This is an optimization exercise on Yosys and OpenROAD, whose aim is small area, a short achievable clock period and few clock cycles per item, not a production implementation. At most, simulation tests tie the RTL to the original design; equivalence was not proved. No functional check of the RTL was part of runs 2 and 7. Power is estimated from default activity; no workload was simulated.

==> design/flow/design.v <==
package bch_pkg;
	localparam logic [63:0] M_A1_63 = 64'h28140a052330180c;  
	localparam logic [63:0] M_R1_63 = 64'h0603201008040201;  
	localparam logic [63:0] M_A3_63 = 64'h092f3c1e0f2c160b;  
	localparam logic [63:0] M_R3_63 = 64'h2e17201008040201;  
	localparam logic [63:0] M_SQ_63 = 64'h00002c0b17100401;  
	localparam logic [63:0] M_LT_63 = 64'h0000141e341c143a;  
	localparam logic [7:0]  L1_63   = 8'h3a;  
	localparam logic [8:0]  M3_63   = 9'h057;
	localparam int          NPOW_63 = 8;  
	localparam logic [63:0] POW_63 = 64'h1f0d2f0911130c01;
	localparam logic [63:0] M_A1_255 = 64'h261387cde8743a1d;  
	localparam logic [63:0] M_R1_255 = 64'h8040201008040201;  
	localparam logic [63:0] M_A3_255 = 64'hfe7f844221abee77;  
	localparam logic [63:0] M_R3_255 = 64'h8040201008040201;  
	localparam logic [63:0] M_SQ_255 = 64'h7f42ab7740100401;  
	localparam logic [63:0] M_LT_255 = 64'hf61002642a242cd6;  
	localparam logic [7:0]  L1_255   = 8'hd6;  
	localparam logic [8:0]  M3_255   = 9'h177;
	localparam int          NPOW_255 = 32;  
	localparam logic [255:0] POW_255 = 256'h1b2cf712c3511c8295e3fce649a84f853b810dd9fefd655f5d466a9d8f4c1d01;
	localparam int Q63 = 8;
	function automatic logic [7:0] lin(input logic [7:0] x, input logic [63:0] m);
		lin = '0;
		for (int i = 0; i < 8; i++) begin
			if (x[i]) lin = lin ^ m[8*i +: 8];
		end
	endfunction
	function automatic logic [7:0] div_a(input logic is63, input logic [7:0] u);
		if (is63) div_a = {2'b00, u[0], u[5:1]} ^ {7'd0, u[0]};
		else div_a = {u[0], u[7:1]} ^ {4'd0, u[0], u[0], u[0], 1'b0};
	endfunction
	function automatic logic [7:0] div_x3(input logic is63, input logic [7:0] u);
		if (is63) div_x3 = 8'((u[0] ? ({1'b0, u} ^ M3_63) : {1'b0, u}) >> 1);
		else div_x3 = 8'((u[0] ? ({1'b0, u} ^ M3_255) : {1'b0, u}) >> 1);
	endfunction
	function automatic logic [7:0] add_mod(input logic is63, input logic [7:0] a,
		input logic [7:0] b);
		logic [7:0] g, t, gg, tt, gn, tn, c;
		logic       w;
		g = a & b;
		t = a ^ b;
		gg = g;
		tt = t;
		for (int d = 1; d < 8; d = d * 2) begin
			gn = gg;
			tn = tt;
			for (int i = d; i < 8; i++) begin
				gn[i] = gg[i] | (tt[i] & gg[i-d]);
				tn[i] = tt[i] & tt[i-d];
			end
			gg = gn;
			tt = tn;
		end
		w = is63 ? (gg[5] | tt[5]) : (gg[7] | tt[7]);
		c[0] = w;
		for (int i = 1; i < 8; i++) begin
			c[i] = gg[i-1] | (tt[i-1] & w);
		end
		add_mod = t ^ c;
		if (is63) add_mod[7:6] = 2'b00;
	endfunction
endpackage
module bch_syndrome (
	input                          clk,
	input                          rstn,
	input                          i_set,
	input  [1:0]                   i_code,
	input  [8-1:0]       i_data,
	output                         o_ready,
	output                         o_valid,
	input                          i_take,
	input                          i_free_next,
	output logic [7:0]             o_s1,
	output logic [7:0]             o_s3,
	output logic                   o_is63
);
	logic [4:0] cnt_q;
	logic       pend_q;
	logic       busy;
	logic       rdy_q;
	logic       pend_d;
	logic       en;
	logic       last;
	logic [7:0] bits;
	logic [7:0] s1_fb;
	logic [7:0] s3_fb;
	assign busy = (cnt_q != 5'd0);
	assign en = rdy_q;
	assign o_ready = rdy_q;
	assign pend_d = (en && last) || (pend_q && !i_take);
	assign last = busy && (cnt_q == (o_is63 ? 5'd7 : 5'd31));
	assign o_valid = pend_q;
	always_comb begin
		s1_fb = '0;
		s3_fb = '0;
		if (busy) begin
			if (o_is63) begin
				s1_fb = bch_pkg::lin(o_s1, bch_pkg::M_A1_63);
				s3_fb = bch_pkg::lin(o_s3, bch_pkg::M_A3_63);
			end else begin
				s1_fb = bch_pkg::lin(o_s1, bch_pkg::M_A1_255);
				s3_fb = bch_pkg::lin(o_s3, bch_pkg::M_A3_255);
			end
		end
		bits = {i_data[7] & busy, i_data[6:0]};
	end
	always_ff @(posedge clk or negedge rstn) begin
		if (!rstn) begin
			cnt_q <= '0;
			pend_q <= 1'b0;
			rdy_q <= 1'b1;
		end else begin
			if (busy) begin
				if (en) begin
					cnt_q <= last ? 5'd0 : cnt_q + 5'd1;
				end
			end else begin
				cnt_q <= {4'd0, en && i_set};
			end
			pend_q <= pend_d;
			rdy_q <= !pend_d || i_free_next;
		end
	end
	always_ff @(posedge clk) begin
		if (en) begin
			o_s1 <= s1_fb ^ bits;
			o_s3 <= s3_fb ^ bits;
			if (!busy) begin
				o_is63 <= (i_code == 2'd1);
			end
		end
	end
endmodule
module bch_berlekamp (
	input                          clk,
	input                          rstn,
	input                          i_valid,
	output                         o_take,
	output                         o_free_next,
	input  [7:0]                   i_s1,
	input  [7:0]                   i_s3,
	input                          i_is63,
	output logic                   o_finish,
	output [8-1:0]        o_odata
);
	logic       s_idle, s_a, s_b, s_c, s_e1, s_e2, s_sort, s_o0, s_o1;
	logic       n_idle, n_a, n_b, n_c, n_e1, n_e2, n_sort, n_o0, n_o1;
	logic [2:0] j_q;
	logic       is63_q;
	logic [7:0] z_q;
	logic [7:0] r_q;
	logic [7:0] a_q;
	logic       valid_q;
	logic       hit_q;
	logic       zero_q;
	logic [4:0] gi_q;
	logic       hit_n;
	logic [4:0] gi_n;
	logic       zero;
	logic       found;
	logic [7:0] l;
	logic [7:0] z_step;
	logic       srch;
	logic [7:0] r_sq;
	logic [7:0] r_exp;
	logic       a_bit;
	logic       b_last;
	logic [7:0] y;
	logic [7:0] s1_red;
	logic [7:0] s3_red;
	logic [7:0] p;
	logic       lt;
	logic       load;
	logic       is63_n;
	assign zero = zero_q;
	assign found = valid_q && (hit_q || zero);
	assign l = zero ? 8'd255 : {gi_q, j_q};
	always_comb begin
		if (is63_q) begin
			a_bit = a_q[3'd5 - j_q];
			r_sq = bch_pkg::lin(r_q, bch_pkg::M_SQ_63);
			y = bch_pkg::lin(r_q, bch_pkg::M_LT_63) ^ bch_pkg::L1_63;
			b_last = (j_q == 3'd5);
		end else begin
			a_bit = a_q[3'd7 - j_q];
			r_sq = bch_pkg::lin(r_q, bch_pkg::M_SQ_255);
			y = bch_pkg::lin(r_q, bch_pkg::M_LT_255) ^ bch_pkg::L1_255;
			b_last = (j_q == 3'd7);
		end
		r_exp = a_bit ? bch_pkg::div_x3(is63_q, r_sq) : r_sq;
		z_step = bch_pkg::div_a(is63_q, z_q);
		if (i_is63) begin
			s1_red = bch_pkg::lin(i_s1, bch_pkg::M_R1_63);
			s3_red = bch_pkg::lin(i_s3, bch_pkg::M_R3_63);
		end else begin
			s1_red = i_s1;
			s3_red = i_s3;
		end
	end
	assign p = zero ? 8'd255 : bch_pkg::add_mod(is63_q, a_q, {gi_q, j_q});
	assign lt = (r_q < z_q);
	assign load = (s_idle || s_o1) && i_valid;
	assign o_take = load;
	always_comb begin
		n_idle = (s_idle || s_o1) && !i_valid;
		n_a = load || (s_a && !found);
		n_b = (s_a && found && !zero) || (s_b && !b_last);
		n_c = s_b && b_last;
		n_e1 = s_c || (s_e1 && !found);
		n_e2 = (s_e1 && found) || (s_e2 && !found);
		n_sort = s_e2 && found;
		n_o0 = s_sort || (s_a && found && zero);
		n_o1 = s_o0;
	end
	assign o_free_next = n_idle || n_o1;
	assign is63_n = load ? i_is63 : is63_q;
	bch_chien u_search (
		.i_z    (z_q),
		.i_is63 (is63_q),
		.o_hit  (hit_n),
		.o_i    (gi_n)
	);
	always_ff @(posedge clk or negedge rstn) begin
		if (!rstn) begin
			s_idle <= 1'b1;
			s_a <= 1'b0;
			s_b <= 1'b0;
			s_c <= 1'b0;
			s_e1 <= 1'b0;
			s_e2 <= 1'b0;
			s_sort <= 1'b0;
			s_o0 <= 1'b0;
			s_o1 <= 1'b0;
			o_finish <= 1'b0;
		end else begin
			s_idle <= n_idle;
			s_a <= n_a;
			s_b <= n_b;
			s_c <= n_c;
			s_e1 <= n_e1;
			s_e2 <= n_e2;
			s_sort <= n_sort;
			s_o0 <= n_o0;
			s_o1 <= n_o1;
			o_finish <= n_o0 || n_o1;
		end
	end
	always_ff @(posedge clk) begin
		hit_q <= hit_n;
		zero_q <= (z_q == 8'd0);
		gi_q <= gi_n;
		if (load || s_c || (s_e1 && found)) begin
			j_q <= 3'd7;
		end else if (s_a && found) begin
			j_q <= 3'd0;
		end else begin
			j_q <= j_q + 3'd1;
		end
		is63_q <= is63_n;
		if (s_a && found) begin
			a_q <= l;
		end
		valid_q <= (s_a || s_e1 || s_e2) && !found;
		if (s_e2) begin
			z_q <= found ? p : z_step;
		end else if (s_e1) begin
			z_q <= found ? (y ^ 8'd1) : z_step;
		end else if (s_a) begin
			z_q <= (found && zero) ? 8'd255 : z_step;
		end else if (s_c) begin
			z_q <= y;
		end else if (s_o0 || (s_sort && lt)) begin
			z_q <= r_q;
		end else if (load) begin
			z_q <= s1_red;
		end
		if (s_e1 && found) begin
			r_q <= p;
		end else if (s_b) begin
			r_q <= r_exp;
		end else if (s_sort && lt) begin
			r_q <= z_q;
		end else if (s_a && found && zero) begin
			r_q <= 8'd255;
		end else if (load) begin
			r_q <= s3_red;
		end
	end
	assign o_odata = z_q;
endmodule
module bch_chien (
	input  [7:0]                   i_z,
	input                          i_is63,
	output logic                   o_hit,
	output logic [4:0]             o_i
);
	logic [15:0] hi;
	logic [15:0] lo;
	logic [bch_pkg::NPOW_255-1:0] m255;
	logic [bch_pkg::NPOW_63-1:0]  m63;
	always_comb begin
		for (int v = 0; v < 16; v++) begin
			hi[v] = (i_z[7:4] == 4'(v));
			lo[v] = (i_z[3:0] == 4'(v));
		end
		for (int i = 0; i < bch_pkg::NPOW_255; i++) begin
			m255[i] = hi[bch_pkg::POW_255[8*i+4 +: 4]] && lo[bch_pkg::POW_255[8*i +: 4]] && !i_is63;
		end
		for (int i = 0; i < bch_pkg::NPOW_63; i++) begin
			m63[i] = hi[bch_pkg::POW_63[8*i+4 +: 4]] && lo[bch_pkg::POW_63[8*i +: 4]] && i_is63;
		end
		o_hit = (|m255) || (|m63);
		o_i = '0;
		for (int i = 0; i < bch_pkg::NPOW_255; i++) begin
			if (m255[i]) o_i = o_i | 5'(i);
		end
		for (int i = 0; i < bch_pkg::NPOW_63; i++) begin
			if (m63[i]) o_i = o_i | 5'(i);
		end
	end
endmodule
module bch_decoder (
	input                      clk,
	input                      rstn,
	input                      i_set,
	input  [1:0]               i_code,
	input  [8-1:0]   i_data,
	output                     o_ready,
	output                     o_finish,
	output [8-1:0]    o_odata
);
	logic       syn_valid;
	logic       syn_take;
	logic       free_next;
	logic [7:0] s1;
	logic [7:0] s3;
	logic       is63;
	bch_syndrome u_syndrome (
		.clk     (clk),
		.rstn    (rstn),
		.i_set   (i_set),
		.i_code  (i_code),
		.i_data  (i_data),
		.o_ready (o_ready),
		.o_valid (syn_valid),
		.i_take  (syn_take),
		.i_free_next (free_next),
		.o_s1    (s1),
		.o_s3    (s3),
		.o_is63  (is63)
	);
	bch_berlekamp u_solver (
		.clk      (clk),
		.rstn     (rstn),
		.i_valid  (syn_valid),
		.o_take   (syn_take),
		.o_free_next (free_next),
		.i_s1     (s1),
		.i_s3     (s3),
		.i_is63   (is63),
		.o_finish (o_finish),
		.o_odata  (o_odata)
	);
endmodule
==> design/flow/flow/run.sh <==
#!/bin/bash
# Standard layout, with timing repair aiming for 7 ns of setup slack at the
# 10 ns clock, so the paths are optimised for a shorter achieved period.
set -euo pipefail
bash standard.sh SETUP_SLACK_MARGIN=7 finish > make_finish.log 2>&1
==> design/flow/standard.sh <==
#!/bin/bash
# synth_recipe.tcl (not shown) runs the flow's synth.tcl, then flattens the netlist and writes it again
# the make line also repeats each setting of config.mk as NAME=value (left out here)
make -C /OpenROAD-flow-scripts/flow DESIGN_CONFIG=/design/flow/config.mk WORK_HOME=/design/flow/orfs CLKGATE_MAP_FILE= SYNTH_SCRIPT=/design/flow/synth_recipe.tcl "${@:-finish}"
==> design/flow/config.mk <==
export PLATFORM = sky130hd
export DESIGN_NAME = bch_decoder
export DESIGN_NICKNAME = bch_decoder
export VERILOG_FILES = /design/flow/design.v
export SDC_FILE = /design/flow/constraint.sdc
export NUM_CORES = 4
export LEC_CHECK = 0
export CAP_MARGIN = 20
export CORE_MARGIN = 2
export CORE_UTILIZATION = 40
export CTS_BUF_LIST = sky130_fd_sc_hd__clkbuf_2 sky130_fd_sc_hd__clkbuf_4 sky130_fd_sc_hd__clkbuf_8
export SLEW_MARGIN = 20
==> design/flow/constraint.sdc <==
create_clock -name core_clock -period 10.0 [get_ports {clk}]
set_input_delay 2.0000 -clock core_clock [delete_from_list [all_inputs] [get_ports {clk}]]
set_output_delay 2.0000 -clock core_clock [all_outputs]
set_load 0.01 [all_outputs]
==> qor.yml, run 1 <==
status: "timing/DRC/antenna clean"
numCtsBuffers: 9
setup_viol: 0
syn-num-nets: 761
synth-main-ff-cell: "edfxtp_1"
dp.cells: 889
slowest_stage: "dfstp_4"
netlist_instances: 723
path_buf_inv: 1
final_cells: 917
drive_above_1_share_pct: 9.74
slew_violations: 0
grt.total_usage_pct: 23.2
synth_warnings: 3
gp_congestion: 0.980
vias: 5490
die_area_um2: 16300
routed_wl_um: 18500
dieWidth_um: 128
drv_cap: 0
area_growth_pct: 10.1
globalRouteOverflowTotal: 0
wl_met2_um: 8690
finalCriticalPeriod_ns: 3.12
coreArea_um2: 15100
worstHoldPathType: "reg -> reg"
required_ns: 8.00
tns_ns: 0
critical_path.max_fanout: 2
drt-met1-wl_um: 7730
place_ws_ns: 6.45
first_global_vias: 5447
insertion_delay_ns: 0.37
power_density_nw_per_um2: 212
syn-cell-area_um2: 6120
drt_first_pass_iters: 7
drtAntennaViolNets: 0
clockBufferDepth: 2
nets: 762
tightestPinTransition_ns: 1.08
design_area_um2: 6740
path_clk_slew_ns: 0.08
end_kind: "output pin"
seq_area_frac_synth_pct: 31.2
ir_worst_vdd_mv: 0.196
die_y_um: 128
n_antenna_cell: 0
maxSlewHeadroom_pct: 27.7
finalCritPeriodShare_pct: 31.2
placed_area_um2: 6410
htreeDepth: 3
drt-initial-drc-count: 496
met3_length_um: 1190
max_freq_mhz: 321
path_cells: "buf_6"
antenna_found_initial: 0
top_layer: "met4"
synth_top_area_cell: "edfxtp_1"
synth.distinct_cells: 75
hold_buffers: 0
postSynthRegisterBits: 70
worst_hold_slack_ns: 0.431
drc: 0
critPathArrivalTime_ns: 1.12
crit_path_start_kind: "register"
rows: 45
power.leakage_uw: 0.00272
synth_top_area_share_pct: 20.6
synth_enable_flop_cells: 42
routedWlPerCell_um: 20.1
io_pins: 23
timing_hold_violations_final: 0
cts.sinks: 70
synthTopCellsByArea: "edfxtp_1 (21%), xnor2_1 (8.0%), xor2_1 (7.7%)"
crit_family: "flip-flops"
root_buffer: "clkbuf_8"
grt_max_degree: 47
start_util_pct: 40.5
path_class: "reg -> out"
avgSynthCellArea_um2: 8.46
clock_skew_ns: 0.0127
place_hpwl_um: 13200
grt_pass1_wl_um: 29300
synthArstFlopShare_pct: 24.3
vias_per_cell: 5.99
portBuffers: 22
crit_path_max_incr_delay_ns: 0.65
layout_setup_ws_ns: 6.88
rsz0062_at_grt: "true"
cts_tree: "yes"
[what timing repair did]
action,in CTS,in global routing
buffers inserted,12,0
gates cloned,0,0
gates resized for setup,42,10
setup endpoints to repair,37,32
pin swaps,0,0
[stage by stage]
stage | power (uW) | utilization (%)
3_3_place_gp | 1140 | 42.5
2_1_floorplan | 1020 | -
3_5_place_dp | 1150 | 42.5
6_report | 1430 | 44.7
5_1_grt | 1530 | 44.7
4_1_cts | 1440 | 44.4
[sequential cells by signal, indices dropped and copies added, names as in the netlist, 3 cells and up, named ones only]
signal / cells
u_solver.a_q: 8
u_solver.gi_q: 5
u_solver.j_q: 3
u_solver.r_q: 8
u_solver.z_q: 8
u_syndrome.cnt_q: 5
u_syndrome.o_s1: 8
u_syndrome.o_s3: 8
[placed cells by master (no fill, tap or decap), drive strengths merged, types with 9 or more instances in the layout]
cell type      synthesis  final
a21oi                 34     34
a31oi                 10     10
buf                   11     26
clkbuf                38     10
clkdlybuf4s50          0     12
dfrtp                 15     15
dfxtp                 11     11
edfxtp                42     42
ha                    24     24
inv                   23     24
mux2i                 21     21
nand2                 67     67
nand2b                15     15
nand3                 19     19
nand4                  9      9
nor2                  68     68
nor2b                 13     13
nor3                  19     19
o21ai                 48     48
or2                   12     12
xnor2                 57     57
xor2                  54     54
[cells in the mapped netlist (all sizes together), types with 4 or more instances]
cell	number
or2	12
nand3	19
o21a	5
o21ai	48
nor3	19
dfrtp	15
buf	11
a31oi	10
xor2	54
ha	24
a21o	5
nor4	4
nand2	67
and3	6
nor2	68
nand2b	15
edfxtp	42
inv	23
a211oi	7
mux2i	21
o22ai	5
nor2b	13
dfxtp	11
clkbuf	38
and2	6
a21oi	34
a221o	4
nand4	9
or3	5
xnor2	57
[layer usage]
| layer | vias to the layer above | track usage [%] |
|---|---|---|
| met5 | - | 0 |
| met1 | 2595 | 29.1 |
| li1 | 2569 | - |
| met4 | 0 | 11.4 |
| met2 | 262 | 38.6 |
| met3 | 64 | 4.17 |
[area by class of cell]
class,count,area (um2)
clock buffer,10,131
inverter,24,97.6
multi-input combinational,580,3950
timing repair buffer,39,323
tap,188,235
clock inverter,6,92.6
fill,1500,8350
sequential,70,1910
[worst paths after layout]
| kind | depth (start not counted) | start | slack (ns) | endpoint |
|---|---|---|---|---|
| setup / recovery | 1 | u_syndrome.rdy_q | 6.88 | o_ready |
| hold / removal | 1 | u_syndrome.pend_q | 0.43 | u_solver.s_idle |
| setup reg to reg | 11 | u_solver.z_q[1] | 7.06 | u_solver.r_q[7] |
| hold reg to reg | 1 | u_syndrome.pend_q | 0.43 | u_solver.s_idle |
| max in group asynchronous | 1 | rstn | 7.35 | u_solver.s_a |
| min in group asynchronous | 1 | rstn | 2.12 | asynchronous set/reset pin |
[kinds of logic (layout without fill, tap and decap cells)]
logic type / Yosys count / in the layout / synth area share [%]
xor gates and xnor gates: 112 / 112 / 16.6
buffers and inverters: 73 / 79 / 4.93
DFF: 70 / 70 / 31.2
adders and majority gates: 25 / 25 / 5.24
and+or+nand+nor: 256 / 256 / 20.3
AOI/OAI and AO/OA: 163 / 163 / 17.6
muxes: 24 / 24 / 4.17
[power breakdown]
group | internal, uW | switching (uW)
Combinational | 330 | 339
Sequential | 415 | 81.9
Clock | 145 | 120
Testbench counts, summed over its fixed seeds: cycles 14,902, frames 512.
==> run 2: changes to the inputs <==
--- a/design/flow/design.v
+++ b/design/flow/design.v
@@ -179,10 +179,10 @@
 	always_comb begin
 		if (is63_q) begin
-			a_bit = a_q[3'd5 - j_q];
+			a_bit = s_a ? gi_q[2] : a_q[3'd5 - j_q];
 			r_sq = bch_pkg::lin(r_q, bch_pkg::M_SQ_63);
 			y = bch_pkg::lin(r_q, bch_pkg::M_LT_63) ^ bch_pkg::L1_63;
 			b_last = (j_q == 3'd5);
 		end else begin
-			a_bit = a_q[3'd7 - j_q];
+			a_bit = s_a ? gi_q[4] : a_q[3'd7 - j_q];
 			r_sq = bch_pkg::lin(r_q, bch_pkg::M_SQ_255);
 			y = bch_pkg::lin(r_q, bch_pkg::M_LT_255) ^ bch_pkg::L1_255;
@@ -254,5 +254,5 @@
 			j_q <= 3'd7;
 		end else if (s_a && found) begin
-			j_q <= 3'd0;
+			j_q <= 3'd1;
 		end else begin
 			j_q <= j_q + 3'd1;
@@ -263,12 +263,10 @@
 		end
 		valid_q <= (s_a || s_e1 || s_e2) && !found;
-		if (s_e2) begin
-			z_q <= found ? p : z_step;
-		end else if (s_e1) begin
-			z_q <= found ? (y ^ 8'd1) : z_step;
-		end else if (s_a) begin
-			z_q <= (found && zero) ? 8'd255 : z_step;
-		end else if (s_c) begin
-			z_q <= y;
+		if (found && (s_a || s_e2)) begin
+			z_q <= p;
+		end else if (s_c || (s_e1 && found)) begin
+			z_q <= y ^ {7'd0, s_e1};
+		end else if (s_a || s_e1 || s_e2) begin
+			z_q <= z_step;
 		end else if (s_o0 || (s_sort && lt)) begin
 			z_q <= r_q;
@@ -276,12 +274,10 @@
 			z_q <= s1_red;
 		end
-		if (s_e1 && found) begin
+		if (found && (s_e1 || (s_a && zero))) begin
 			r_q <= p;
-		end else if (s_b) begin
+		end else if (s_b || (s_a && found)) begin
 			r_q <= r_exp;
 		end else if (s_sort && lt) begin
 			r_q <= z_q;
-		end else if (s_a && found && zero) begin
-			r_q <= 8'd255;
 		end else if (load) begin
 			r_q <= s3_red;
==> qor.yml, run 2 <==
status: "timing/DRC/antenna clean"
finalCriticalPeriod_ns: 3.08  # -0.0377 ns
crit_path_start_kind: "register"
antenna_found_initial: 0  # unchanged
drt-initial-drc-count: 684  # +38%
numCtsBuffers: 9  # unchanged
dieWidth_um: 126  # -0.94%
seq_area_frac_synth_pct: 31.8  # +0.62 points
drtAntennaViolNets: 0  # unchanged
vias: 5415  # -1.4%
end_kind: "output pin"
maxSlewHeadroom_pct: 20.4  # -7.3 points
path_clk_slew_ns: 0.07  # about the same
worstHoldPathType: "reg -> reg"
finalCritPeriodShare_pct: 30.8  # -0.38 points
area_growth_pct: 11.4
n_antenna_cell: 0  # unchanged
drt_first_pass_iters: 6  # -1
p_int_uw: 900  # +1.2%
drv_cap: 0  # unchanged
syn-num-nets: 739  # -2.9%
final_cell_mix: "nand2_1 (70), xnor2_1 (62), o21ai_0 (56)"
path_depth: 1  # unchanged
power_frac_comb_pct: 48.6  # +1.8 points
power.leakage_uw: 0.00271  # -0.43%
hold_buffers: 0  # unchanged
max_freq_mhz: 325  # +1.2%
cts_tree: "yes"
final_cells: 902  # -1.6%
drc: 0  # unchanged
rr_worst_depth: 10  # -1
root_buffer: "clkbuf_8"
placed_area_um2: 6320  # -1.3%
synth_warnings: 3  # unchanged
required_ns: 8.00  # about the same
netlist_instances: 701  # -3.0%
place_hpwl_um: 12700  # -3.6%
crit_family: "flip-flops"
nets: 751  # -1.4%
routedWlPerCell_um: 19.8  # -1.9%
gp_congestion: 0.913  # -6.9%
netlist_top_cells_count: "nand2_1 (70), xnor2_1 (62), o21ai_0 (57)"
clockBufferDepth: 2  # unchanged
synth_enable_flop_cells: 42  # unchanged
synth.distinct_cells: 71  # -5.3%
die_y_um: 126  # -0.94%
syn-cell-area_um2: 6000  # -1.9%
htreeDepth: 3  # unchanged
tns_ns: 0  # unchanged
switching_share_pct: 37.2  # -0.67 points
timing_hold_violations_final: 0  # unchanged
synthArstFlopShare_pct: 24.3  # unchanged
avgSynthCellArea_um2: 8.56  # +1.1%
synthTopCellsByArea: "edfxtp_1 (21%), xnor2_1 (9.1%), dfrtp_1 (6.3%)"
synth.most_common_cell: "nand2_1"
io_pins: 23  # unchanged
ir_worst_vdd_mv: 0.196  # +0.35%
grt_max_degree: 38  # -19%
die_area_um2: 16000  # -1.9%
synth-main-ff-cell: "edfxtp_1"
setup_viol: 0  # unchanged
portBuffers: 22  # unchanged
grt.total_usage_pct: 22.5  # -0.73 points
critPathArrivalTime_ns: 1.08  # -0.04 ns
coreArea_um2: 14600  # -3.3%
p_switching_uw: 532  # -1.7%
whs_path_depth: 0  # -1
r2r_setup_slack_ns: 7.12  # +0.06 ns
crit_path_max_incr_delay_ns: 0.63  # -0.02 ns
vias_per_cell: 6.00  # +0.27%
rsz0062_at_grt: "true"
first_global_vias: 5305  # -2.6%
routed_wl_um: 17800  # -3.5%
rows: 44  # -2.2%
path_class: "reg -> out"
cts.sinks: 70  # unchanged
clock_skew_ns: 0.0131  # +0.000446 ns
slowest_stage: "dfstp_4"
path_cells: "buf_6"
final_common_cell: "nand2_1"
synth_top_area_share_pct: 21.0  # +0.41 points
path_buf_inv: 1  # unchanged
p_clk_share_pct: 16.5  # -2.0 points
drive_above_1_share_pct: 12.3  # +2.5 points
p_seq_share_pct: 34.9  # +0.2 points
insertion_delay_ns: 0.36  # about the same
postSynthRegisterBits: 70  # unchanged
globalRouteOverflowTotal: 0  # unchanged
critical_path.max_fanout: 2  # unchanged
grt_pass1_wl_um: 28500  # -2.8%
start_util_pct: 41.1  # +0.58 points
dp.cells: 872  # -1.9%
power_uw: 1430  # +0.12%
design_area_um2: 6680  # -0.84%
n_fill_cell: 1416  # -5.6%
power_density_nw_per_um2: 214  # +0.97%
slew_violations: 0  # unchanged
tightestPinTransition_ns: 1.16  # +0.0867 ns
synth_top_area_cell: "edfxtp_1"
[run 2: changes by cell type in the layout (fill, tap and decap cells not counted), moves of 8 or more]
cell     previous run  this run
a21o_1              4        12
nor2_1             67        52
xor2_1             54        41
o21ai_0            45        56
[run 2: routing by layer]
| layer | routed length (um) | up-vias | share of wire (%) | global-route usage (%) |
|---|---|---|---|---|
| li1 | - | 2524 | - | - |
| met1 | 7520 | 2569 | 42 | 29.3 |
| met2 | 8320 | 264 | 47 | 36.4 |
| met3 | 1220 | 58 | 6.8 | 4.13 |
| met4 | 760 | 0 | 4.3 | 10.1 |
| met5 | 0 | - | 0 | 0 |
[run 2: repair_timing]
action,4_1_cts,5_1_grt
endpoints found under the hold margin,0,0
setup buffers,12,2
resized for setup,47,19
pin swaps,0,2
endpoints found under the setup margin,42,38
[run 2: per-stage QoR]
step	setup slack, ns	hold slack (ns)	utilization (%)
floorplan	7.13	0.374	-
global placement	6.50	0.406	43.3
detailed placement	6.44	0.410	43.3
CTS	6.87	0.432	45.2
global route	6.88	0.452	45.8
finish	6.92	0.434	45.8
[run 2: logic make-up (layout without fill, tap and decap cells)]
family,after synthesis,count (layout),share of synthesized area [%]
AO/OA/AOI/OAI,161,161,17.3
multiplexers,26,26,4.98
flip-flops,70,70,31.8
buffers and inverters,63,80,4.32
AND/OR/NAND/NOR,251,251,20.4
adder cells (fa/ha/maj),25,25,5.34
XOR/XNOR,105,105,15.8
[run 2: power groups by stage]
stage | registers (uW) | clock network [uW] | logic, uW
floorplan | 469 | 0 | 577
global placement | 518 | 0 | 636
detailed placement | 524 | 0 | 659
CTS | 499 | 244 | 696
global route | 509 | 254 | 781
finish | 500 | 236 | 697
[run 2: path summary, 6_finish.rpt]
path                                        to             start
max                                    o_ready  u_syndrome.rdy_q
min                              u_solver.s_o1     u_solver.s_o0
max reg2reg                    u_solver.z_q[0]   u_solver.z_q[5]
min reg2reg                      u_solver.s_o1     u_solver.s_o0
max in group asynchronous  u_syndrome.cnt_q[4]              rstn
min in group asynchronous        u_solver.s_e1              rstn
[run 2: final cells by class]
class / instances / area (um2) / area share, %
well taps: 184 / 230 / 3.45
repair buffers: 41 / 320 / 4.79
multi-input cells: 568 / 3920 / 58.7
flip-flops and latches: 70 / 1920 / 28.7
clock inverters: 2 / 33.8 / 0.506
inverters: 23 / 90.1 / 1.35
clock buffers: 14 / 168 / 2.51
==> run 3: changes to the inputs <==
--- a/design/flow/design.v
+++ b/design/flow/design.v
@@ -179,10 +179,10 @@
 	always_comb begin
 		if (is63_q) begin
-			a_bit = s_a ? gi_q[2] : a_q[3'd5 - j_q];
+			a_bit = a_q[3'd5 - j_q];
 			r_sq = bch_pkg::lin(r_q, bch_pkg::M_SQ_63);
 			y = bch_pkg::lin(r_q, bch_pkg::M_LT_63) ^ bch_pkg::L1_63;
 			b_last = (j_q == 3'd5);
 		end else begin
-			a_bit = s_a ? gi_q[4] : a_q[3'd7 - j_q];
+			a_bit = a_q[3'd7 - j_q];
 			r_sq = bch_pkg::lin(r_q, bch_pkg::M_SQ_255);
 			y = bch_pkg::lin(r_q, bch_pkg::M_LT_255) ^ bch_pkg::L1_255;
@@ -254,5 +254,5 @@
 			j_q <= 3'd7;
 		end else if (s_a && found) begin
-			j_q <= 3'd1;
+			j_q <= 3'd0;
 		end else begin
 			j_q <= j_q + 3'd1;
@@ -276,5 +276,5 @@
 		if (found && (s_e1 || (s_a && zero))) begin
 			r_q <= p;
-		end else if (s_b || (s_a && found)) begin
+		end else if (s_b) begin
 			r_q <= r_exp;
 		end else if (s_sort && lt) begin
==> qor.yml, run 3 <==
drt-initial-drc-count: 468  # -32%
rsz0062_at_grt: "true"
clockBufferDepth: 2  # unchanged
crit_path_start_kind: "register"
globalRouteOverflowTotal: 0  # unchanged
drc: 0  # unchanged
synth_top_area_share_pct: 21.6  # +0.63 points
area_growth_pct: 10.8
io_pins: 23  # unchanged
grt.total_usage_pct: 21.4  # -1.1 points
multi_input_area_um2: 3670  # -6.5%
grt_max_degree: 45  # +18%
clock_skew_ns: 0.00718  # -0.00595 ns
required_ns: 8.00  # about the same
drt_first_pass_iters: 7  # +1
design_area_um2: 6460  # -3.4%
whs_path_depth: 0  # unchanged
seq_area_frac_synth_pct: 32.8  # +0.95 points
start_util_pct: 40.5  # -0.58 points
synth-main-ff-cell: "edfxtp_1"
root_buffer: "clkbuf_8"
power_density_nw_per_um2: 215  # +0.21%
power.leakage_uw: 0.00262  # -3.3%
critical_path.max_fanout: 2  # unchanged
die_y_um: 125  # -1.4%
netlist_instances: 685  # -2.3%
coreArea_um2: 14400  # -1.5%
drive_above_1_share_pct: 11.2  # -1.0 points
status: "timing/DRC/antenna clean"
grt_pass1_wl_um: 26600  # -6.7%
syn-cell-area_um2: 5830  # -2.9%
register_area_um2: 1910  # -0.20%
r2r-start: "u_solver.z_q[3]"
path_clk_slew_ns: 0.08  # about the same
timing_hold_violations_final: 0  # unchanged
netlist_top_cells_count: "nand2_1 (70), nor2_1 (65), xnor2_1 (59)"
htreeDepth: 3  # unchanged
path_class: "reg -> out"
n_fill_cell: 1407  # -0.64%
final_cells: 887  # -1.7%
maxSlewHeadroom_pct: 26.0  # +5.6 points
synth.most_common_cell: "nand2_1"
cts_tree: "yes"
r2r-end: "u_solver.z_q[3]"
drv_cap: 0  # unchanged
final_common_cell: "nand2_1"
final_cell_mix: "nand2_1 (70), nor2_1 (65), xnor2_1 (59)"
path_cells: "buf_6"
slowest_stage: "dfstp_4"
cts.sinks: 70  # unchanged
tightestPinTransition_ns: 1.10  # -0.0629 ns
holdPathEnd: "u_solver.s_o1"
vias: 5198  # -4.0%
finalCritPeriodShare_pct: 31.2  # +0.39 points
slew_violations: 0  # unchanged
r2r_setup_slack_ns: 7.08  # -0.04 ns
critPathArrivalTime_ns: 1.12  # +0.04 ns
numCtsBuffers: 9  # unchanged
insertion_delay_ns: 0.37  # about the same
routedWlPerCell_um: 18.7  # -5.3%
nets: 736  # -2.0%
vias_per_cell: 5.86  # -2.4%
place_ws_ns: 6.49  # +0.0458 ns
gp_congestion: 0.940  # +2.9%
rr_worst_depth: 11  # +1
postSynthRegisterBits: 70  # unchanged
synthTopCellsByArea: "edfxtp_1 (22%), xnor2_1 (8.9%), xor2_1 (7.5%)"
synth_top_area_cell: "edfxtp_1"
setup_viol: 0  # unchanged
avgSynthCellArea_um2: 8.50  # -0.63%
syn-num-nets: 723  # -2.2%
n_antenna_cell: 0  # unchanged
finalCriticalPeriod_ns: 3.12  # +0.0388 ns
portBuffers: 22  # unchanged
dp.cells: 851  # -2.4%
rows: 44  # unchanged
end_kind: "output pin"
crit_family: "flip-flops"
synth.distinct_cells: 65  # -8.5%
layout_setup_ws_ns: 6.88  # -0.0388 ns
placed_area_um2: 6110  # -3.3%
antenna_found_initial: 0  # unchanged
synth_warnings: 3  # unchanged
place_hpwl_um: 11900  # -6.8%
min_from: "u_solver.s_o0"
synth_enable_flop_cells: 42  # unchanged
dieWidth_um: 125  # -1.4%
drtAntennaViolNets: 0  # unchanged
worstHoldPathType: "reg -> reg"
ir_worst_vdd_mv: 0.225  # +15%
synthArstFlopShare_pct: 24.3  # unchanged
crit_path_max_incr_delay_ns: 0.65  # +0.02 ns
first_global_vias: 4950  # -6.7%
path_buf_inv: 1  # unchanged
die_area_um2: 15500  # -2.8%
max_freq_mhz: 321  # -1.2%
tns_ns: 0  # unchanged
routed_wl_um: 16600  # -6.9%
==> run 3: cell count changes after synthesis, moves of 6 or more <==
cell      delta
nor3_1       -8
nor2_1      +11
o21ai_0     -14
xor2_1       +9
a21oi_1     +11
mux2i_1      -6
nand3_1      -7
nand2b_1     -7
a21o_1       -6
==> run 3: layer usage <==
layer	wire [um]	vias to the layer above	global-route usage, %
met1	7060	2452	27.9
met5	0	-	0
met2	7680	239	34.6
met4	631	0	8.39
met3	1230	51	4.60
li1	-	2456	-
==> run 3: cell families after synthesis <==
| group | after synthesis | synth area share [%] |
|---|---|---|
| flops | 70 | 32.8 |
| mux | 17 | 3.20 |
| compound gates | 161 | 17.7 |
| xor+xnor | 110 | 16.9 |
| simple gates | 237 | 19.2 |
| buf+inv | 65 | 4.81 |
| fa+ha+maj | 25 | 5.50 |
==> run 3: final cells by class <==
cell class,instances,area share (%)
clock buffer,10,2.03
clock inverter,6,1.10
inverter,21,1.28
multi-input combinational,550,56.8
sequential,70,29.6
tap,184,3.57
timing repair buffer,46,5.58
==> run 3: how the worst max path moves through the flow <==
| stage | start | to | slack, ns | depth (start not counted) |
|---|---|---|---|---|
| floorplan | u_syndrome.rdy_q | o_ready | 7.29 | 0 |
| global placement | u_syndrome.rdy_q | o_ready | 6.48 | 1 |
| detailed placement | u_syndrome.rdy_q | o_ready | 6.49 | 1 |
| CTS | u_syndrome.rdy_q | o_ready | 6.85 | 1 |
| global route | u_syndrome.rdy_q | o_ready | 6.84 | 1 |
| finish | u_syndrome.rdy_q | o_ready | 6.88 | 1 |
==> run 3: timing repair <==
| item | CTS | global route |
|---|---|---|
| pin swaps | 1 | 3 |
| endpoints found under the setup margin | 33 | 40 |
| resized for setup | 43 | 8 |
| hold buffers | 0 | 0 |
| buffers inserted | 12 | 8 |
==> run 3: where the power goes <==
| group | internal, uW | total (uW) | switching, uW |
|---|---|---|---|
| Combinational | 321 | 643 | 322 |
| Sequential | 414 | 503 | 88.5 |
| Clock | 120 | 242 | 122 |
==> run 3: per-stage QoR <==
stage | hold WS, ns | utilization, % | power (uW)
floorplan | 0.395 | - | 1020
global placement | 0.419 | 42.5 | 1120
detailed placement | 0.434 | 42.5 | 1130
CTS | 0.444 | 44.4 | 1390
global route | 0.481 | 44.9 | 1500
finish | 0.440 | 44.9 | 1390
Testbench counts of run 3, summed over its fixed seeds: cycles 14,902, frames 512.
==> run 4: changes to the inputs <==
==> design/flow/flow/run.sh (replaced) <==
#!/bin/bash
# Standard layout, with timing repair aiming for 6.9 ns of setup slack at the
# 10 ns clock, so the paths are optimised for a shorter achieved period.
set -euo pipefail
bash standard.sh SETUP_SLACK_MARGIN=6.9 finish > make_finish.log 2>&1
==> qor.yml, run 4 <==
status: "timing/DRC/antenna clean"
synth.distinct_cells: 65  # unchanged
first_global_vias: 4965  # +0.30%
synth.area.mux_share_pct: 3.20  # unchanged
timing_hold_violations_final: 0  # unchanged
n_antenna_cell: 0  # unchanged
grt.total_usage_pct: 21.4  # -0.027 points
tightestPinTransition_ns: 1.06  # -0.0449 ns
worstHoldPathType: "reg -> reg"
whs_path_depth: 0  # unchanged
netlist_top_cells_count: "nand2_1 (70), nor2_1 (65), xnor2_1 (59)"
drive_above_1_share_pct: 9.74  # -1.5 points
end_kind: "output pin"
critPathArrivalTime_ns: 1.12  # about the same
critical_path.max_fanout: 2  # unchanged
synth_top_area_cell: "edfxtp_1"
final_cell_mix: "nand2_1 (70), nor2_1 (65), xnor2_1 (59)"
place_ws_ns: 6.49  # unchanged
drtAntennaViolNets: 0  # unchanged
slowest_stage: "dfstp_4"
maxSlewHeadroom_pct: 29.1  # +3.1 points
synthSimpleGateAreaFrac_pct: 19.2  # unchanged
drt_first_pass_iters: 8  # +1
r2r_setup_slack_ns: 7.03  # -0.05 ns
finalCritPeriodShare_pct: 31.2  # +0.033 points
syn-cell-area_um2: 5830  # unchanged
routedWlPerCell_um: 18.7  # about the same
final_cells: 882  # -0.56%
synthTopCellsByArea: "edfxtp_1 (22%), xnor2_1 (8.9%), xor2_1 (7.5%)"
place_hpwl_um: 11900  # unchanged
tns_ns: 0  # unchanged
synth_warnings: 3  # unchanged
rr_worst_depth: 10  # -1
grt_max_degree: 45  # unchanged
gp_congestion: 0.940  # unchanged
synth.most_common_cell: "nand2_1"
power_density_nw_per_um2: 217  # +1.0%
nets: 731  # -0.68%
die_y_um: 125  # unchanged
seq_area_frac_synth_pct: 32.8  # unchanged
numCtsBuffers: 9  # unchanged
htreeDepth: 3  # unchanged
rows: 44  # unchanged
final_common_cell: "nand2_1"
synth_top_family_by_area: "simple AND/OR/NAND/NOR gates"
finalCriticalPeriod_ns: 3.12  # +0.00326 ns
worst_hold_slack_ns: 0.440  # +0.000551 ns
drv_cap: 0  # unchanged
drt-initial-drc-count: 422  # -9.8%
min_from: "u_solver.s_o0"
r2r-end: "u_solver.z_q[3]"
grt_pass1_wl_um: 26500  # -0.15%
netlist_instances: 685  # unchanged
synth_fa_ha_area_share_pct: 5.50  # unchanged
clock_skew_ns: 0.00855  # +0.00137 ns
r2r-start: "u_solver.z_q[3]"
globalRouteOverflowTotal: 0  # unchanged
antenna_found_initial: 0  # unchanged
vias_per_cell: 5.86  # about the same
path_class: "reg -> out"
dp.cells: 851  # unchanged
syn-num-nets: 723  # unchanged
synth-main-ff-cell: "edfxtp_1"
coreArea_um2: 14400  # unchanged
insertion_delay_ns: 0.38  # about the same
avgSynthCellArea_um2: 8.50  # unchanged
synth_xor_area_share_pct: 16.9  # unchanged
path_cells: "buf_6"
clockBufferDepth: 2  # unchanged
path_clk_slew_ns: 0.08  # about the same
layout_setup_ws_ns: 6.88  # -0.00326 ns
required_ns: 8.00  # about the same
power.leakage_uw: 0.00259  # -1.1%
max_freq_mhz: 320  # -0.10%
root_buffer: "clkbuf_8"
crit_path_max_incr_delay_ns: 0.65  # about the same
synthArstFlopShare_pct: 24.3  # unchanged
start_util_pct: 40.5  # unchanged
routed_wl_um: 16500  # -0.48%
final_util_pct: 44.6  # -0.33 points
io_pins: 23  # unchanged
cts_tree: "yes"
slew_violations: 0  # unchanged
die_area_um2: 15500  # unchanged
portBuffers: 22  # unchanged
dieWidth_um: 125  # unchanged
synth_enable_flop_cells: 42  # unchanged
crit_family: "flip-flops"
path_buf_inv: 1  # unchanged
crit_path_start_kind: "register"
setup_viol: 0  # unchanged
drc: 0  # unchanged
holdPathEnd: "u_solver.s_o1"
postSynthRegisterBits: 70  # unchanged
synth_compound_area_share_pct: 17.7  # unchanged
cts.sinks: 70  # unchanged
vias: 5166  # -0.62%
synth_top_area_share_pct: 21.6  # unchanged
area_growth_pct: 10.0
rsz0062_at_grt: "true"
ir_worst_vdd_mv: 0.226  # +0.47%
==> run 4: cell types whose count changed in the layout (fill, tap and decap cells not counted), moves of 2 or more <==
| cell | previous run | this run |
|---|---|---|
| buf_2 | 8 | 3 |
| buf_4 | 23 | 19 |
| clkbuf_2 | 1 | 3 |
| clkdlybuf4s15_1 | 0 | 2 |
==> run 4: worst max-delay path by stage <==
stage | startpoint | endpoint | slack [ns] | cells after the start
after CTS | u_syndrome.rdy_q | o_ready | 6.73 | 1
after floorplan | u_syndrome.rdy_q | o_ready | 7.29 | 0
after global placement | u_syndrome.rdy_q | o_ready | 6.48 | 1
after detailed placement | u_syndrome.rdy_q | o_ready | 6.49 | 1
final | u_syndrome.rdy_q | o_ready | 6.88 | 1
after global routing | u_syndrome.rdy_q | o_ready | 6.84 | 1
==> run 4: per-layer routing <==
metal / routed length [um] / part of all wire [%] / global-route usage, %
met1: 7080 / 43 / 27.8
met2: 7500 / 45 / 34.5
met3: 1260 / 7.7 / 4.60
met4: 663 / 4.0 / 8.59
met5: 0 / 0 / 0
==> run 4: layout make-up <==
| class | instances | area [um2] |
|---|---|---|
| Multi-Input combinational cell | 550 | 3650 |
| Clock buffer | 10 | 131 |
| Sequential cell | 70 | 1910 |
| Fill cell | 1402 | 7960 |
| Inverter | 21 | 82.6 |
| Tap cell | 184 | 230 |
| Timing Repair Buffer | 41 | 333 |
| Clock inverter | 6 | 71.3 |
==> run 4: cell families (layout without fill, tap and decap cells) <==
kind of cell | Yosys count | after routing
multiplexers | 17 | 17
adder cells (fa/ha/maj) | 25 | 25
AO/OA/AOI/OAI | 161 | 161
flip-flops | 70 | 70
AND/OR/NAND/NOR | 237 | 237
XOR/XNOR | 110 | 110
buffers and inverters | 65 | 78
==> run 4: where the power goes <==
group          internal [uW]  switching [uW]
Combinational            321             324
Clock                    120             123
Sequential               414            89.6
Total                    855             536
==> run 4: per-stage QoR <==
stage	total power (uW)	cell area [um2]
floorplan	1020	5830
global placement	1120	6110
detailed placement	1130	6110
CTS	1390	6390
global route	1500	6410
finish	1390	6410
==> run 4: repair_timing <==
action / 4_1_cts / 5_1_grt
buffers inserted: 12 / 3
resized for setup: 27 / 10
pin swaps: 1 / 1
setup endpoints to repair: 26 / 24
hold buffers: 0 / 0
==> run 5: changes to the inputs <==
==> design/flow/flow/run.sh (replaced) <==
#!/bin/bash
# Standard layout, with timing repair aiming for 7.1 ns of setup slack at the
# 10 ns clock, so the paths are optimised for a shorter achieved period.
set -euo pipefail
bash standard.sh SETUP_SLACK_MARGIN=7.1 finish > make_finish.log 2>&1
==> qor.yml, run 5 <==
max_freq_mhz: 321  # +0.11%
synth_top_area_cell: "edfxtp_1"
netlist_instances: 685  # unchanged
path_cells: "buf_6"
drtAntennaViolNets: 0  # unchanged
tightestPinTransition_ns: 1.07  # +0.0139 ns
drc: 0  # unchanged
area_growth_pct: 13.3
routedWlPerCell_um: 19.1  # +1.8%
path_buf_inv: 1  # unchanged
slowest_stage: "dfstp_4"
io_pins: 23  # unchanged
clockBufferDepth: 2  # unchanged
hold_buffers: 0  # unchanged
grt_pass1_wl_um: 26600  # +0.37%
dieWidth_um: 125  # unchanged
rows: 44  # unchanged
grt.total_usage_pct: 21.4  # +0.064 points
status: "timing/DRC/antenna clean"
crit_path_max_incr_delay_ns: 0.65  # about the same
postSynthRegisterBits: 70  # unchanged
n_fill_cell: 1389  # -0.93%
avgSynthCellArea_um2: 8.50  # unchanged
synthArstFlopShare_pct: 24.3  # unchanged
required_ns: 8.00  # about the same
rsz0062_at_grt: "true"
vias_per_cell: 5.91  # +0.83%
worst_hold_slack_ns: 0.442  # +0.00204 ns
synth_top_area_share_pct: 21.6  # unchanged
routed_wl_um: 17000  # +3.1%
critical_path.max_fanout: 2  # unchanged
critPathArrivalTime_ns: 1.12  # about the same
crit_path_start_kind: "register"
synth-main-ff-cell: "edfxtp_1"
seq_area_frac_synth_pct: 32.8  # unchanged
netlist_top_cells_count: "nand2_1 (70), nor2_1 (65), xnor2_1 (59)"
tns_ns: 0  # unchanged
gp_congestion: 0.940  # unchanged
ir_worst_vdd_mv: 0.225  # -0.60%
end_kind: "output pin"
drive_above_1_share_pct: 13.5  # +3.8 points
path_clk_slew_ns: 0.08  # about the same
start_util_pct: 40.5  # unchanged
finalCriticalPeriod_ns: 3.12  # -0.00328 ns
synth_enable_flop_cells: 42  # unchanged
place_hpwl_um: 11900  # unchanged
rr_worst_depth: 11  # +1
crit_family: "flip-flops"
synthTopCellsByArea: "edfxtp_1 (22%), xnor2_1 (8.9%), xor2_1 (7.5%)"
path_depth: 1  # unchanged
power.leakage_uw: 0.00265  # +2.5%
coreArea_um2: 14400  # unchanged
synth.distinct_cells: 65  # unchanged
globalRouteOverflowTotal: 0  # unchanged
nets: 743  # +1.6%
portBuffers: 22  # unchanged
n_antenna_cell: 0  # unchanged
timing_hold_violations_final: 0  # unchanged
die_area_um2: 15500  # unchanged
die_y_um: 125  # unchanged
drt_first_pass_iters: 6  # -2
numCtsBuffers: 9  # unchanged
cts.sinks: 70  # unchanged
clock_skew_ns: 0.00899  # +0.000440 ns
path_class: "reg -> out"
root_buffer: "clkbuf_8"
power_density_nw_per_um2: 210  # -3.1%
setup_viol: 0  # unchanged
vias: 5280  # +2.2%
cts_tree: "yes"
finalCritPeriodShare_pct: 31.2  # -0.033 points
final_cell_mix: "nand2_1 (70), nor2_1 (65), xnor2_1 (59)"
antenna_found_initial: 0  # unchanged
grt_max_degree: 45  # unchanged
synth_warnings: 3  # unchanged
drt-initial-drc-count: 390  # -7.6%
insertion_delay_ns: 0.37  # about the same
maxSlewHeadroom_pct: 28.2  # -0.93 points
whs_path_depth: 1  # +1
worstHoldPathType: "reg -> reg"
first_global_vias: 4975  # +0.20%
htreeDepth: 3  # unchanged
drv_cap: 0  # unchanged
syn-num-nets: 723  # unchanged
synth.most_common_cell: "nand2_1"
slew_violations: 0  # unchanged
final_common_cell: "nand2_1"
syn-cell-area_um2: 5830  # unchanged
-- run 5: final timing paths --
path	start	end	slack (ns)
hold reg to reg	u_syndrome.pend_q	u_solver.s_idle	0.44
max in group asynchronous	rstn	u_syndrome.cnt_q[2]	7.38
setup / recovery	u_syndrome.rdy_q	o_ready	6.88
setup reg to reg	u_solver.z_q[3]	u_solver.z_q[3]	7.14
min in group asynchronous	rstn	asynchronous set/reset pin	2.10
hold / removal	u_syndrome.pend_q	u_solver.s_idle	0.44
-- run 5: cell type report --
type	instances	area, um2	area share, %
multi-input combinational	551	3760	57.0
sequential	70	1920	29.0
timing repair buffer	52	409	6.20
tap	184	230	3.49
clock buffer	10	131	1.99
inverter	21	82.6	1.25
clock inverter	6	71.3	1.08
-- run 5: kinds of logic (layout without fill, tap and decap cells) --
family / count (synthesis) / after routing / share of synthesized area (%)
AO/OA/AOI/OAI: 161 / 161 / 17.7
XOR/XNOR: 110 / 110 / 16.9
adder cells (fa/ha/maj): 25 / 25 / 5.50
buffers and inverters: 65 / 89 / 4.81
flip-flops: 70 / 70 / 32.8
multiplexers: 17 / 18 / 3.20
AND/OR/NAND/NOR: 237 / 237 / 19.2
-- run 5: where the power goes --
part           switching [uW]  internal (uW)
Combinational             322            321
Sequential               89.1            414
Clock                     122            120
Total                     533            855
-- run 5: what timing repair did --
| item | CTS | global route |
|---|---|---|
| hold endpoints to repair | 0 | 0 |
| cloned | 0 | 1 |
| endpoints found under the setup margin | 38 | 31 |
| setup buffers | 14 | 12 |
| resized for setup | 47 | 20 |
| pin swaps | 2 | 6 |
-- run 5: layer usage --
layer,track usage [%],share of wire [%],vias to the layer above
met5,0,0,-
met4,8.39,3.7,0
met3,4.60,7.6,53
met2,34.7,47,283
met1,27.9,42,2467
li1,-,-,2477
-- run 5: stage by stage --
| step | instance area (um2) | util, % | cells | power, uW | setup WS (ns) |
|---|---|---|---|---|---|
| detailed placement | 6110 | 42.5 | 851 | 1130 | 6.49 |
| floorplan | 5830 | - | 685 | 1020 | 7.29 |
| CTS | 6390 | 44.5 | 881 | 1390 | 6.85 |
| finish | 6600 | 45.9 | 894 | 1390 | 6.88 |
| global placement | 6110 | 42.5 | 851 | 1120 | 6.48 |
| global route | 6600 | 45.9 | 894 | 1500 | 6.84 |
==> run 6: changes to the inputs <==
==> design/flow/flow/run.sh (replaced) <==
#!/bin/bash
# Standard layout, with timing repair aiming for 7 ns of setup slack at the
# 10 ns clock (so the paths are optimised for a shorter achieved period), and
# a one-level clock tree: the design has about 70 flip-flops.
set -euo pipefail
bash standard.sh SETUP_SLACK_MARGIN=7 \
	"CTS_ARGS=-buf_list sky130_fd_sc_hd__clkbuf_16 -root_buf sky130_fd_sc_hd__clkbuf_16 -sink_clustering_enable -sink_clustering_size 80 -sink_clustering_max_diameter 1000 -repair_clock_nets -dont_use_dummy_load" \
	finish > make_finish.log 2>&1
==> qor.yml, run 6 <==
area_growth_pct: 11.3
netlist_top_cells_count: "nand2_1 (70), nor2_1 (65), xnor2_1 (59)"
routed_wl_um: 16700  # -2.2%
io_pins: 23  # unchanged
placed_area_um2: 6110  # unchanged
synth_warnings: 3  # unchanged
r2r-end: "u_solver.z_q[3]"
design_area_um2: 6480  # -1.8%
syn-cell-area_um2: 5830  # unchanged
power_frac_comb_pct: 45.6  # -0.7 points
dp.cells: 851  # unchanged
netlist_instances: 685  # unchanged
rr_worst_depth: 10  # -1
slowest_stage: "dfstp_4"
vias_per_cell: 5.94  # +0.49%
switching_share_pct: 36.8  # -1.6 points
grt_pass1_wl_um: 26700  # +0.21%
finalCritPeriodShare_pct: 30.9  # -0.31 points
max_freq_mhz: 324  # +1.0%
rows: 44  # unchanged
p_int_uw: 894  # +4.6%
drt_first_pass_iters: 5  # -1
hold_buffers: 0  # unchanged
root_buffer: "clkbuf_16"
drv_cap: 0  # unchanged
synth_xor_area_share_pct: 16.9  # unchanged
power_uw: 1410  # +1.9%
drtAntennaViolNets: 0  # unchanged
nets: 735  # -1.1%
critical_path.max_fanout: 2  # unchanged
p_seq_share_pct: 35.7  # -0.6 points
finalCriticalPeriod_ns: 3.09  # -0.0308 ns
synth.most_common_cell: "nand2_1"
setup_viol: 0  # unchanged
synth_fa_ha_area_share_pct: 5.50  # unchanged
synth_compound_area_share_pct: 17.7  # unchanged
synth.distinct_cells: 65  # unchanged
globalRouteOverflowTotal: 0  # unchanged
routedWlPerCell_um: 18.9  # -0.54%
synth_top_family_by_area: "simple AND/OR/NAND/NOR gates"
numCtsBuffers: 9  # unchanged
final_common_cell: "nand2_1"
maxSlewHeadroom_pct: 26.1  # -2.0 points
synth_top_area_share_pct: 21.6  # unchanged
synth.area.mux_share_pct: 3.20  # unchanged
insertion_delay_ns: 0.34  # -0.03 ns
holdPathEnd: "u_solver.s_o1"
postSynthRegisterBits: 70  # unchanged
end_kind: "output pin"
path_class: "reg -> out"
syn-num-nets: 723  # unchanged
ir_worst_vdd_mv: 0.224  # about the same
place_hpwl_um: 11900  # unchanged
synthArstFlopShare_pct: 24.3  # unchanged
antenna_found_initial: 0  # unchanged
timing_hold_violations_final: 0  # unchanged
crit_path_max_incr_delay_ns: 0.64  # about the same
p_switching_uw: 520  # -2.4%
crit_family: "flip-flops"
tns_ns: 0  # unchanged
layout_setup_ws_ns: 6.91  # +0.0308 ns
die_y_um: 125  # unchanged
crit_path_start_kind: "register"
first_global_vias: 4937  # -0.76%
avgSynthCellArea_um2: 8.50  # unchanged
htreeDepth: 3  # unchanged
synth_enable_flop_cells: 42  # unchanged
dieWidth_um: 125  # unchanged
grt.total_usage_pct: 21.5  # +0.073 points
path_clk_slew_ns: 0.06  # -0.02 ns
drt-initial-drc-count: 439  # +13%
final_cells: 879  # -1.7%
required_ns: 8.00  # about the same
p_clk_share_pct: 18.8  # +1.4 points
status: "timing/DRC/antenna clean"
synthSimpleGateAreaFrac_pct: 19.2  # unchanged
place_ws_ns: 6.49  # unchanged
n_antenna_cell: 0  # unchanged
min_from: "u_solver.s_o0"
drc: 0  # unchanged
synthTopCellsByArea: "edfxtp_1 (22%), xnor2_1 (8.9%), xor2_1 (7.5%)"
gp_congestion: 0.940  # unchanged
synth-main-ff-cell: "edfxtp_1"
clockBufferDepth: 2  # unchanged
die_area_um2: 15500  # unchanged
seq_area_frac_synth_pct: 32.8  # unchanged
clock_skew_ns: 0.0122  # +0.00319 ns
rsz0062_at_grt: "true"
synth_top_area_cell: "edfxtp_1"
critPathArrivalTime_ns: 1.09  # -0.03 ns
coreArea_um2: 14400  # unchanged
cts_tree: "yes"
r2r-start: "u_solver.z_q[2]"
grt_max_degree: 45  # unchanged
r2r_setup_slack_ns: 7.11  # -0.03 ns
vias: 5217  # -1.2%
path_buf_inv: 1  # unchanged
start_util_pct: 40.5  # unchanged
whs_path_depth: 0  # -1
final_cell_mix: "nand2_1 (70), nor2_1 (65), xnor2_1 (59)"
tightestPinTransition_ns: 1.10  # +0.0291 ns
drive_above_1_share_pct: 10.1  # -3.4 points
path_cells: "buf_6"
cts.sinks: 70  # unchanged
worstHoldPathType: "reg -> reg"
slew_violations: 0  # unchanged
power.leakage_uw: 0.00263  # -0.93%
power_density_nw_per_um2: 218  # +3.7%
portBuffers: 22  # unchanged
-- run 6: how the worst max path moves through the flow --
stage,start,endpoint,slack (ns),cells after the start
floorplan,u_syndrome.rdy_q,o_ready,7.29,0
global placement,u_syndrome.rdy_q,o_ready,6.48,1
detailed placement,u_syndrome.rdy_q,o_ready,6.49,1
CTS,u_syndrome.rdy_q,o_ready,6.78,1
global route,u_syndrome.rdy_q,o_ready,6.89,1
finish,u_syndrome.rdy_q,o_ready,6.91,1
-- run 6: final cells by class --
| type | count | area, um2 |
|---|---|---|
| Fill cell | 1397 | 7890 |
| Multi-Input combinational cell | 550 | 3670 |
| Sequential cell | 70 | 1910 |
| Timing Repair Buffer | 45 | 362 |
| Tap cell | 184 | 230 |
| Clock buffer | 9 | 225 |
| Inverter | 21 | 82.6 |
-- run 6: cell families after synthesis --
kind of cell | count (synthesis)
buffers and inverters | 65
AND/OR/NAND/NOR | 237
AO/OA/AOI/OAI | 161
multiplexers | 17
flip-flops | 70
XOR/XNOR | 110
adder cells (fa/ha/maj) | 25
-- run 6: metal layers --
layer | up-vias | track usage (%) | share of wire, %
met2 | 268 | 35.2 | 47
li1 | 2456 | - | -
met5 | - | 0 | 0
met1 | 2443 | 28.3 | 42
met4 | 0 | 7.80 | 3.3
met3 | 50 | 4.08 | 7.3
-- run 6: per-stage QoR --
step,hold WS [ns],utilization [%]
floorplan,0.395,-
global placement,0.419,42.5
detailed placement,0.434,42.5
CTS,0.428,44.5
global route,0.466,45.1
finish,0.428,45.1
-- run 6: what timing repair did --
item	4_1_cts	5_1_grt
endpoints found under the setup margin	33	35
pin swaps	1	3
buffers inserted	12	7
resized for setup	40	11
-- run 6: power groups by stage --
stage                     sequential, uW  combinational, uW  clock [uW]
after floorplan                      465                554           0
after global placement               521                601           0
after detailed placement             523                611           0
after CTS                            503                644         273
after global routing                 511                724         286
final                                504                644         265
-- run 6: worst reg2reg max path: stages, from the launching register on --
cell      delay [ns]
edfxtp_1        0.48
buf_6           0.21
inv_1           0.16
ha_1            0.26
o21a_1          0.17
a21oi_1         0.21
o21ai_1         0.14
a22oi_4         0.29
mux2_2          0.37
o21ai_0         0.18
a31oi_1         0.11
==> run 7: changes to the inputs <==
--- a/design/flow/design.v
+++ b/design/flow/design.v
@@ -179,10 +179,10 @@
 	always_comb begin
 		if (is63_q) begin
-			a_bit = a_q[3'd5 - j_q];
+			a_bit = s_a ? gi_q[2] : a_q[3'd5 - j_q];
 			r_sq = bch_pkg::lin(r_q, bch_pkg::M_SQ_63);
 			y = bch_pkg::lin(r_q, bch_pkg::M_LT_63) ^ bch_pkg::L1_63;
 			b_last = (j_q == 3'd5);
 		end else begin
-			a_bit = a_q[3'd7 - j_q];
+			a_bit = s_a ? gi_q[4] : a_q[3'd7 - j_q];
 			r_sq = bch_pkg::lin(r_q, bch_pkg::M_SQ_255);
 			y = bch_pkg::lin(r_q, bch_pkg::M_LT_255) ^ bch_pkg::L1_255;
@@ -254,5 +254,5 @@
 			j_q <= 3'd7;
 		end else if (s_a && found) begin
-			j_q <= 3'd0;
+			j_q <= 3'd1;
 		end else begin
 			j_q <= j_q + 3'd1;
@@ -276,5 +276,5 @@
 		if (found && (s_e1 || (s_a && zero))) begin
 			r_q <= p;
-		end else if (s_b) begin
+		end else if (s_b || (s_a && found)) begin
 			r_q <= r_exp;
 		end else if (s_sort && lt) begin
==> design/flow/flow/run.sh (replaced) <==
#!/bin/bash
# Standard layout, with timing repair aiming for 7 ns of setup slack at the
# 10 ns clock (so the paths are optimised for a shorter achieved period), and
# a small clock tree: the design has about 70 flip-flops.
set -euo pipefail
bash standard.sh SETUP_SLACK_MARGIN=7 \
	"CTS_ARGS=-buf_list sky130_fd_sc_hd__clkbuf_8 -repair_clock_nets -dont_use_dummy_load" \
	finish > make_finish.log 2>&1
==> qor.yml, run 7 <==
numCtsBuffers: 9  # unchanged
whs_path_depth: 0  # unchanged
path_class: "reg -> out"
drc: 0  # unchanged
globalRouteOverflowTotal: 0  # unchanged
busiest_layer: "met2"
root_buffer: "clkbuf_8"
synth_xor_area_share_pct: 15.8  # -1.1 points
power_density_nw_per_um2: 207  # -4.9%
drv_cap: 0  # unchanged
routed_wl_um: 17700  # +6.4%
io_pins: 23  # unchanged
slowest_stage: "dfstp_4"
grt_max_degree: 38  # -16%
clock_skew_ns: 0.0153  # +0.00310 ns
synth.distinct_cells: 71  # +9.2%
final_common_cell: "nand2_1"
use_met1_pct: 29.3  # +1.0 points
n_antenna_cell: 0  # unchanged
cts_tree: "yes"
ir_worst_vdd_mv: 0.183  # -19%
syn-cell-area_um2: 6000  # +3.0%
grt_use_met3_pct: 4.13  # +0.053 points
drive_above_1_share_pct: 11.4  # +1.3 points
drtAntennaViolNets: 0  # unchanged
synth_top_area_cell: "edfxtp_1"
die_y_um: 126  # +1.4%
die_area_um2: 16000  # +2.9%
required_ns: 8.00  # about the same
seq_area_frac_synth_pct: 31.8  # -0.95 points
drt-initial-drc-count: 755  # +72%
placed_area_um2: 6320  # +3.4%
grt_pass1_wl_um: 28400  # +6.5%
syn-num-nets: 739  # +2.2%
vias: 5392  # +3.4%
crit_family: "flip-flops"
synth_warnings: 3  # unchanged
finalCritPeriodShare_pct: 30.8  # -0.10 points
avgSynthCellArea_um2: 8.56  # +0.63%
startpoint: "u_syndrome.rdy_q"
synth_compound_area_share_pct: 17.3  # -0.39 points
vias_per_cell: 6.02  # +1.5%
drt_first_pass_iters: 6  # +1
synth.area.mux_share_pct: 4.98  # +1.8 points
n_fill_cell: 1418  # +1.5%
p_switching_uw: 521  # +0.30%
grt.total_usage_pct: 22.4  # +0.94 points
cts.sinks: 70  # unchanged
synth_enable_flop_cells: 42  # unchanged
p_seq_share_pct: 36.5  # +0.8 points
multi_input_area_um2: 3920  # +6.9%
rr_worst_depth: 10  # unchanged
min_from: "u_solver.s_o0"
timing_hold_violations_final: 0  # unchanged
switching_share_pct: 38.1  # +1.3 points
power_frac_comb_pct: 50.8  # +5.2 points
area_growth_pct: 10.1
postSynthRegisterBits: 70  # unchanged
dieWidth_um: 126  # +1.4%
insertion_delay_ns: 0.36  # +0.02 ns
hold_buffers: 0  # unchanged
htreeDepth: 3  # unchanged
rows: 44  # unchanged
r2r-start: "u_solver.z_q[5]"
tns_ns: 0  # unchanged
synthArstFlopShare_pct: 24.3  # unchanged
final_cell_mix: "nand2_1 (70), xnor2_1 (62), o21ai_0 (56)"
start_util_pct: 41.1  # +0.58 points
place_hpwl_um: 12700  # +7.3%
tightestPinTransition_ns: 1.15  # +0.0515 ns
critical_path.max_fanout: 2  # unchanged
synth-main-ff-cell: "edfxtp_1"
status: "timing/DRC/antenna clean"
use_met2_pct: 36.2  # +1.0 points
crit_path_max_incr_delay_ns: 0.63  # about the same
maxSlewHeadroom_pct: 21.3  # -4.9 points
synth.most_common_cell: "nand2_1"
power.leakage_uw: 0.00266  # +1.4%
finalCriticalPeriod_ns: 3.08  # -0.0105 ns
path_buf_inv: 1  # unchanged
synthTopCellsByArea: "edfxtp_1 (21%), xnor2_1 (9.1%), dfrtp_1 (6.3%)"
netlist_top_cells_count: "nand2_1 (70), xnor2_1 (62), o21ai_0 (57)"
netlist_instances: 701  # +2.3%
rsz0062_at_grt: "true"
crit_path_start_kind: "register"
path_cells: "buf_6"
path_depth: 1  # unchanged
slew_violations: 0  # unchanged
setup_viol: 0  # unchanged
design_area_um2: 6600  # +1.9%
first_global_vias: 5286  # +7.1%
synth_fa_ha_area_share_pct: 5.34  # -0.16 points
synthSimpleGateAreaFrac_pct: 20.4  # +1.3 points
portBuffers: 22  # unchanged
synth_top_family_by_area: "simple AND/OR/NAND/NOR gates"
routedWlPerCell_um: 19.8  # +4.5%
p_int_uw: 848  # -5.2%
synth_top_area_share_pct: 21.0  # -0.63 points
antenna_found_initial: 0  # unchanged
max_freq_mhz: 325  # +0.34%
register_area_um2: 1920  # +0.20%
worstHoldPathType: "reg -> reg"
critPathArrivalTime_ns: 1.08  # about the same
coreArea_um2: 14600  # +1.5%
clockBufferDepth: 2  # unchanged
p_clk_share_pct: 12.7  # -6.1 points
path_clk_slew_ns: 0.07  # about the same
end_kind: "output pin"
gp_congestion: 0.913  # -2.8%
nets: 751  # +2.2%
## run 7: cell count changes in the layout (fill, tap and decap cells not counted), moves of 6 or more
cell,change
a21o_1,+7
a21oi_1,-11
clkbuf_16,-9
clkbuf_8,+9
mux2i_1,+6
nand2b_1,+7
nand3_1,+8
nor2_1,-13
nor3_1,+7
o21ai_0,+14
xor2_1,-9
## run 7: timing repair
action,CTS,global route
setup buffers,12,2
gates resized for setup,47,19
endpoints found under the setup margin,42,36
pin swaps,0,2
## run 7: logic make-up (layout without fill, tap and decap cells)
logic type	after synthesis	after routing
compound gates	161	161
xor+xnor	105	105
mux	26	26
buf+inv	63	73
fa+ha+maj	25	25
simple gates	251	251
flops	70	70
## run 7: layout make-up
cell class,instances,area share (%)
clock buffer,9,1.88
inverter,23,1.36
multi-input combinational,568,59.4
sequential,70,29.0
tap,184,3.49
timing repair buffer,41,4.85
## run 7: final timing paths
path / slack (ns) / endpoint
hold reg to reg: 0.44 / u_solver.s_o1
setup reg to reg: 7.12 / u_solver.z_q[0]
hold / removal: 0.44 / u_solver.s_o1
max in group asynchronous: 7.46 / u_syndrome.cnt_q[3]
setup / recovery: 6.92 / o_ready
min in group asynchronous: 2.07 / u_solver.s_b
## run 7: power groups by stage
stage                     sequential (uW)  combinational [uW]  clock (uW)
after floorplan                       469                 577           0
after global placement                518                 636           0
after detailed placement              524                 659           0
after CTS                             500                 695         182
after global routing                  509                 780         192
final                                 500                 696         174
## run 7: through the flow
stage                     worst slack [ns]  util [%]  total power (uW)  hold WS (ns)  instances
after global routing                  6.88      45.3              1480         0.456        895
final                                 6.92      45.3              1370         0.436        895
after detailed placement              6.44      43.3              1180         0.410        872
after CTS                             6.87      44.7              1380         0.435        893
after floorplan                       7.13         -              1050         0.374        701
after global placement                6.50      43.3              1150         0.406        872
## run 7: per-layer routing
layer  wire (um)  vias up
li1            -     2522
met1        7580     2545
met2        8230      263
met3        1110       62
met4         811        0
met5           0        -

[what the ideal ports hide]
In the flow no input, the clock included, has a driving cell. The finished layouts below were timed again as built, in two steps. Step 1 sets driving cells, clkbuf_16 on the clock port and buf_2 on the other inputs (assumed; they add their load-dependent delay and slew). Step 2 also shifts input and output timing later by t, the mid clock arrival at the registers, as if the neighbouring blocks saw the same clock. Slacks: ideal ports / drivers / drivers and shift; pairs: ideal ports / drivers.
run	t (ns)	setup slack, ns	latest minus earliest clock arrival (ns)	slew at the worst register clock pin (ns)
run 1	0.403	6.882 / 6.842 / 6.905	0.016 / 0.016	0.09 / 0.09
run 2	0.392	6.919 / 6.883 / 6.877	0.013 / 0.013	0.08 / 0.08
run 3	0.401	6.880 / 6.847 / 6.911	0.009 / 0.009	0.08 / 0.08
run 4	0.406	6.877 / 6.844 / 6.910	0.009 / 0.009	0.08 / 0.08
run 5	0.399	6.880 / 6.847 / 6.909	0.009 / 0.010	0.08 / 0.08
run 6	0.374	6.911 / 6.870 / 6.905	0.014 / 0.013	0.06 / 0.06
run 7	0.387	6.922 / 6.886 / 6.866	0.015 / 0.015	0.07 / 0.07
After both steps every run listed still meets setup and hold. For run 7, which loses most, drivers alone change the setup slack by -0.036 ns; drivers and shift together by -0.056 ns.
